Background: an optimization exercise with open tools, aiming at small area, a short achievable clock period and few clock cycles per item. Do not read the settings as production practice.
At most, simulation tests tie the RTL to the original design; equivalence was not proved.
Power and IR drop assume default switching activity.

== build 45 ==
## bson_field_locator
module bson_field_locator (
  input  logic                 clk,
  input  logic                 rst,
  input  logic                 in_valid,
  output logic                 in_ready,
  input  logic [7:0]           doc_byte,
  input  logic                 doc_last,
  output logic                 out_valid,
  input  logic                 out_ready,
  output logic [1:0]           status,
  output logic [bfl_pkg::OUT_OFS_W-1:0] element_offset,
  output logic [7:0]           element_type,
  output logic [bfl_pkg::OUT_OFS_W-1:0] value_offset,
  input  logic                 cfg_valid,
  output logic                 cfg_ready,
  input  logic [1:0]           cfg_index,
  input  logic [63:0]          cfg_data
);
clock: 5.0 ns
lec_check: 0
abc_area: 1
cap_margin: 5
core_margin: 2
core_utilization: 40
cts_cluster_diameter: 80
cts_cluster_size: 30
setup_slack_margin: 2.8
slew_margin: 5
standard.sh (not shown) runs the stock make flow with config.mk's settings and CLKGATE_MAP_FILE= SYNTH_SCRIPT=/design/flow/synth_recipe.tcl, a recipe that flattens the netlist after the stock synthesis.
==> flow/flow/run.sh <==
#!/bin/bash
# The standard layout (the standard.sh: its synthesis, floorplan, placement, CTS and routing
# unchanged), with the port buffers that global placement inserts made buf_1 cells instead of the
# default delay-buffer cells. Every input and output port still gets its own buffer.
set -euo pipefail
bash standard.sh "BUFFER_PORTS_ARGS=-buffer_cell sky130_fd_sc_hd__buf_1" finish > standard_make.log 2>&1
Testbench counts of build 45, summed over its fixed seeds: cycles 48,421, items 48,258.
The inputs of build 2 differ from those of build 45 as listed below.
- putting PLACE_DENSITY at 0.7 where nothing was set
- swapping 5 for 20 in SLEW_MARGIN
- swapping 40 for 60 in CORE_UTILIZATION
- swapping 5 for 20 in CAP_MARGIN
## What came out
Diff build 45 -> build 2 | post-detailed-routing wire length | down by a little under 10%. Die outline area for build 2: about 33% down relative to build 45. Compared with build 45, build 2 shows clock share of power lower by 0.3 points. Build 2 completed every stage of the flow, and the final layout passed the timing, DRC and antenna checks. The flow did not stop early for build 45: all stages ran, and the layout cleared the timing, DRC and antenna checks. Layout net count delta for build 2 relative to build 45: 8 lower.
The following lists how build 62 was set up differently from build 2:
- CORE_UTILIZATION now 40, was 60
- CTS_CLUSTER_SIZE no longer set, was 30
- CTS_BUF_LIST now sky130_fd_sc_hd__clkbuf_4 sky130_fd_sc_hd__clkbuf_8, previously not set
- PLACE_DENSITY no longer set, was 0.7
- CTS_CLUSTER_DIAMETER no longer set, was 80
### Flow results
The flow did not stop early for build 62: all stages ran, and the layout cleared the timing, DRC and antenna checks. Between build 2 and build 62, width of the die is higher for build 62, build 2 comes in under that. As far as number of flops mapped to enable cells by yosys is concerned, build 2 and build 62 perform about the same. On proportion of power drawn by flip-flops and latches, the lower figure sits with build 62, not build 2. [build 62 vs build 2] summed area of non-filler cells in the final layout: higher in build 62. Build 62: share of the clock period used by the worst path after layout 0.71 points above build 2. Clock share of power, build 2 and build 62, higher one = build 62.
Changes in build 24 relative to build 62:
- a deleted CTS_BUF_LIST that had been sky130_fd_sc_hd__clkbuf_4 sky130_fd_sc_hd__clkbuf_8
[summary]
Build 24 completed end to end with timing, DRC and antenna clean. Lower wire length goes to build 24 over build 62. Relative to build 62, via total after detailed routing decreased by 1.2% in build 24. Compared with build 62, build 24 shows a lower total met3 wirelength after detailed routing. Overall power after layout (higher): build 24. Build 62 → build 24: area overhead of the layout relative to synthesis saw little to no change; number of non-clock buffers in the layout saw a decrease; number of vias per cell after detailed routing saw an increase.


bson_field_locator again, from the RTL that the note above started with.
export LEC_CHECK = 0
export ABC_AREA = 1
export CAP_MARGIN = 20
export CORE_MARGIN = 2
export CORE_UTILIZATION = 70
export PLACE_DENSITY = 0.8
export SETUP_SLACK_MARGIN = 2.8
export SLEW_MARGIN = 20
create_clock -name core_clock -period 5.0 [get_ports {clk}]
Scripts as last shown in full above: flow/flow/run.sh
The first run produced a clean layout.
Testbench counts at the start, summed over its fixed seeds: cycles 48,421, items 48,258.
Rerun with:
- ABC_AREA: 1 -> default
- CORE_UTILIZATION: 70 -> 40
- PLACE_DENSITY: 0.8 -> default
What happened: Final area climbs by a few percent; synthesized cell count drops by about a fifth; flip-flop and latch count stays the same; via count drops by roughly a tenth; global-route usage drops by 14 points; count of clock-buffer cells in the layout drops by 1; combinational power drops by a few percent; hold slack degrades by 0.055 ns; worst setup slack degrades by 0.093 ns.
Rerun with:
- ABC_AREA: default -> 1
- CTS_CLUSTER_DIAMETER: default -> 80
- CTS_CLUSTER_SIZE: default -> 30
Via count climbs by 7.2%.
Die area climbs by 1.6%.
Sequential power barely changes.
Utilization drops by 3.0 points.
Sequential share of layout area climbs by 1.9 points.
Global-route usage climbs by 0.19 points.
Cell area drops by 3.7%.
Final cell count climbs by 14%.
Synthesized area climbs by 1.7%.
Worst setup slack improved by 0.14 ns.


bson_field_locator, a different RTL version from the one above (not shown whole).
Size: roughly 870 cells after synthesis, ~240 flip-flops, ~11000 sq um of cells after synthesis.
==> flow/design.v (excerpt) <==
module bson_field_locator (
  input  logic                 clk,
  input  logic                 rst,
  input  logic                 in_valid,
  output logic                 in_ready,
  input  logic [7:0]           doc_byte,
  input  logic                 doc_last,
  output logic                 out_valid,
  input  logic                 out_ready,
  output logic [1:0]           status,
  output logic [bfl_pkg::OUT_OFS_W-1:0] element_offset,
  output logic [7:0]           element_type,
  output logic [bfl_pkg::OUT_OFS_W-1:0] value_offset,
  input  logic                 cfg_valid,
  output logic                 cfg_ready,
  input  logic [1:0]           cfg_index,
  input  logic [63:0]          cfg_data
);
  localparam logic [2:0] S_HEADER = 3'd0;
  localparam logic [2:0] S_TYPE   = 3'd1;
  localparam logic [2:0] S_NAME   = 3'd2;
  localparam logic [2:0] S_LENGTH = 3'd3;
  localparam logic [2:0] S_SKIP   = 3'd4;
  localparam logic [2:0] S_REGEX1 = 3'd5;
  localparam logic [2:0] S_REGEX2 = 3'd6;
  localparam logic [2:0] S_IDLE   = 3'd7;
  logic [63:0] name_lo, name_hi;
  logic        lo_set, hi_set;
  logic [4:0]  len_eff;             
  logic [2:0]  phase, phase_next;
  logic [4:0]  cnt;                 
  logic        aux;                 
  logic [31:0] skip;                
  logic [23:0] pos;                 
  logic [23:0] estart;              
  logic [7:0]  etype;               
  logic [1:0]  st;
  logic        in_fire;
  logic        in_rdy;
  logic        zero_byte;
  logic [7:0]  tgt_byte;
  logic        tgt_set;
  logic        at_len;
  logic        name_match;
  logic        emit;
  logic [1:0]  emit_status;
  logic        clear_res;
  logic        out_valid_next;
  ...
export LEC_CHECK = 0
export ABC_CLOCK_PERIOD_IN_PS = 2500
export CAP_MARGIN = 20
export CORE_MARGIN = 2
export CORE_UTILIZATION = 40
export SETUP_SLACK_MARGIN = 2.5
export SLEW_MARGIN = 20
create_clock -name core_clock -period 5.0 [get_ports {clk}]
run.sh (not shown) runs the stock make flow with config.mk's settings and CLKGATE_MAP_FILE= SYNTH_SCRIPT=/design/flow/synth_recipe.tcl, a recipe that flattens the netlist after the stock synthesis.
Stock flow here: none of the scripts above is used.
The baseline went through all stages and came out clean.
Testbench counts at the start, summed over its fixed seeds: cycles 48,568, items 48,258.
Rerun with:
CORE_UTILIZATION = 60   (was 40)
PLACE_DENSITY = 0.75   (was default)
Effect: The changed run ran to the end with no violations. Die area is lower by about 33%. Cell area barely changes. Combinational power is higher by 6.4%. Total power is higher by 0.84%. Via count is higher by 9.3%.
Rerun with:
ABC_CLOCK_PERIOD_IN_PS = default   (was 2500)
CORE_UTILIZATION = 40   (was 60)
PLACE_DENSITY = default   (was 0.75)
SETUP_SLACK_MARGIN = default   (was 2.5)
What happened: Area after synthesis does not change. Design area shrinks by 12%. Worst hold slack loses 3.0 ps. Register-to-register slack degrades by 320 ps. Setup slack got worse by 320 ps.


== job 3904 ==
Another version of the RTL of bson_field_locator (not shown whole).
For scale: roughly 1200 cells after synthesis, about 0.011 mm^2 of cells after synthesis.
clock: 5.0 ns
lec_check: 0
abc_area: 1
cap_margin: 20
core_margin: 2
core_utilization: 40
cts_cluster_diameter: 80
cts_cluster_size: 30
setup_slack_margin: 2.7
slew_margin: 20
standard.sh (not shown) runs the stock make flow with config.mk's settings and CLKGATE_MAP_FILE= SYNTH_SCRIPT=/design/flow/synth_recipe.tcl, a recipe that flattens the netlist after the stock synthesis.
Scripts as last shown in full above: flow/flow/run.sh
Edits applied to the flow inputs when going from job 3904 to job 9804:
Settings: SETUP_SLACK_MARGIN: 2.7 -> 2.8.
==> flow/flow/run.sh <==
#!/bin/bash
# The standard layout (the standard.sh: its synthesis, floorplan, placement, CTS and routing
# unchanged), with the port buffers that global placement inserts made buf_1 cells instead of the
# default delay-buffer cells (every input and output port still gets its own buffer), and timing
# repair limited to resizing, swapping and removing buffers.
set -euo pipefail
bash standard.sh "BUFFER_PORTS_ARGS=-buffer_cell sky130_fd_sc_hd__buf_1" \
  "SETUP_MOVE_SEQUENCE=unbuffer,sizeup,swap" finish > standard_make.log 2>&1
==> notes.md <==
- Job 9804: arrival time at the worst endpoint is 1.50 ns higher than what job 3904 reported.
- Looking at the reports, job 9804 completed the entire flow and the layout it produced met the timing, DRC and antenna checks.
- The run showing the greater worst ir drop on vdd is job 3904.
- Job 9804 against job 3904: share of the clock period used by the worst path after layout moved up; clock-buffer cell count increased 1; critical path depth climbed 9; static leakage moved down.
--- input diff job 9804..job 1009 ---
==> flow/flow/run.sh <==
#!/bin/bash
# The standard layout (the standard.sh: its synthesis, floorplan, placement, CTS and routing
# unchanged), with the port buffers that global placement inserts made buf_1 cells instead of the
# default delay-buffer cells. Every input and output port still gets its own buffer.
set -euo pipefail
bash standard.sh "BUFFER_PORTS_ARGS=-buffer_cell sky130_fd_sc_hd__buf_1" finish > standard_make.log 2>&1
Results
Flip-flop and latch share of the layout cell area (job 1009 over job 9804): decrease, 2.9 points
Taking job 9804 as the reference, in job 1009 number of filler instances in the final layout lower, combinational power higher, fraction of final layout cells with drive strength greater than 1 higher, post-cts sizing count lower.
Delta(required time of the worst setup path, job 1009 - job 9804) < 0
Looking at post-synthesis to final-layout area growth across job 9804 and job 1009, the one that comes out lower is job 9804.
Job 1009 ends up with a slew at the pin with the worst max-slew slack that is 0.018 ns higher than in job 9804.
Job 9804 → job 1009: non-clock buffer count has increased; post-route standard cell area excluding fillers rose 6.2%; power increased 1.7%.
The following lists how job 6586 was set up differently from job 1009:
Settings: SETUP_SLACK_MARGIN: 2.8 -> 2.76.
### Flow results
Diff job 1009 -> job 6586: number of flip-flops and latches held steady; average routed wire per standard cell held steady; finished layout cell area shrank by about 2.5%. Changes observed in job 6586 relative to job 1009: worst hold slack comparable, signed area change from the synthesized netlist to the final layout now smaller, wire length of the first global-routing pass now smaller. Cell-internal power in job 6586 vs job 1009: down about 0.37%. Start point of the critical path: skip[4] -> job 1009, pos[0] -> job 6586. Min worst setup slack across job 6586 and job 1009: job 6586. Routed wire length: job 6586 and job 1009 compared, lower one is job 6586.
Function was not checked in any run of this note: the RTL went through the layout flow alone.

## re-timing with driven ports
How much do the figures lean on ideal ports? The routed layouts below were timed once more, with nothing changed but the port constraints. Step 1: set_driving_cell puts a clkbuf_16 on clk and a buf_2 on each other input, an assumption about the parent block. Step 2 adds t to the input delays and takes it off the output delays; t is the mean of the earliest and latest rising clock arrival at the registers after step 1. Input paths then give back, and output paths get back, about the clock's delay inside the block. a / b / c = no drivers / after step 1 / after step 2; a / b = the first two.
run	shift t [ns]	setup WS [ns]	latest minus earliest clock arrival (ns)
build 45	0.544	2.841 / 2.792 / 2.526	0.018 / 0.019
build 2	0.544	2.825 / 2.777 / 2.414	0.025 / 0.025
build 62	0.593	2.789 / 2.745 / 2.523	0.028 / 0.028
build 24	0.593	2.816 / 2.769 / 2.511	0.016 / 0.016
the first run of note 2	0.577	2.795 / 2.758 / 2.432	0.010 / 0.009
the second run of note 2	0.601	2.702 / 2.702 / 2.344	0.013 / 0.013
the third run of note 2	0.543	2.844 / 2.795 / 2.519	0.020 / 0.020
the first run of note 3	0.581	1.591 / 1.591 / 1.373	0.017 / 0.017
the second run of note 3	0.545	1.445 / 1.445 / 1.405	0.010 / 0.010
the third run of note 3	0.578	1.122 / 1.116 / 0.538	0.020 / 0.020
job 3904	0.546	2.701 / 2.653 / 2.321	0.029 / 0.029
job 9804	0.546	2.199 / 2.199 / 2.199	0.043 / 0.044
job 1009	0.548	2.748 / 2.700 / 2.343	0.049 / 0.049
job 6586	0.546	2.743 / 2.694 / 2.365	0.042 / 0.042
After both steps every run listed still meets setup and hold. The setup slack of the third run of note 3, which loses most, moves by -0.006 ns with the drivers and by -0.584 ns with both steps.
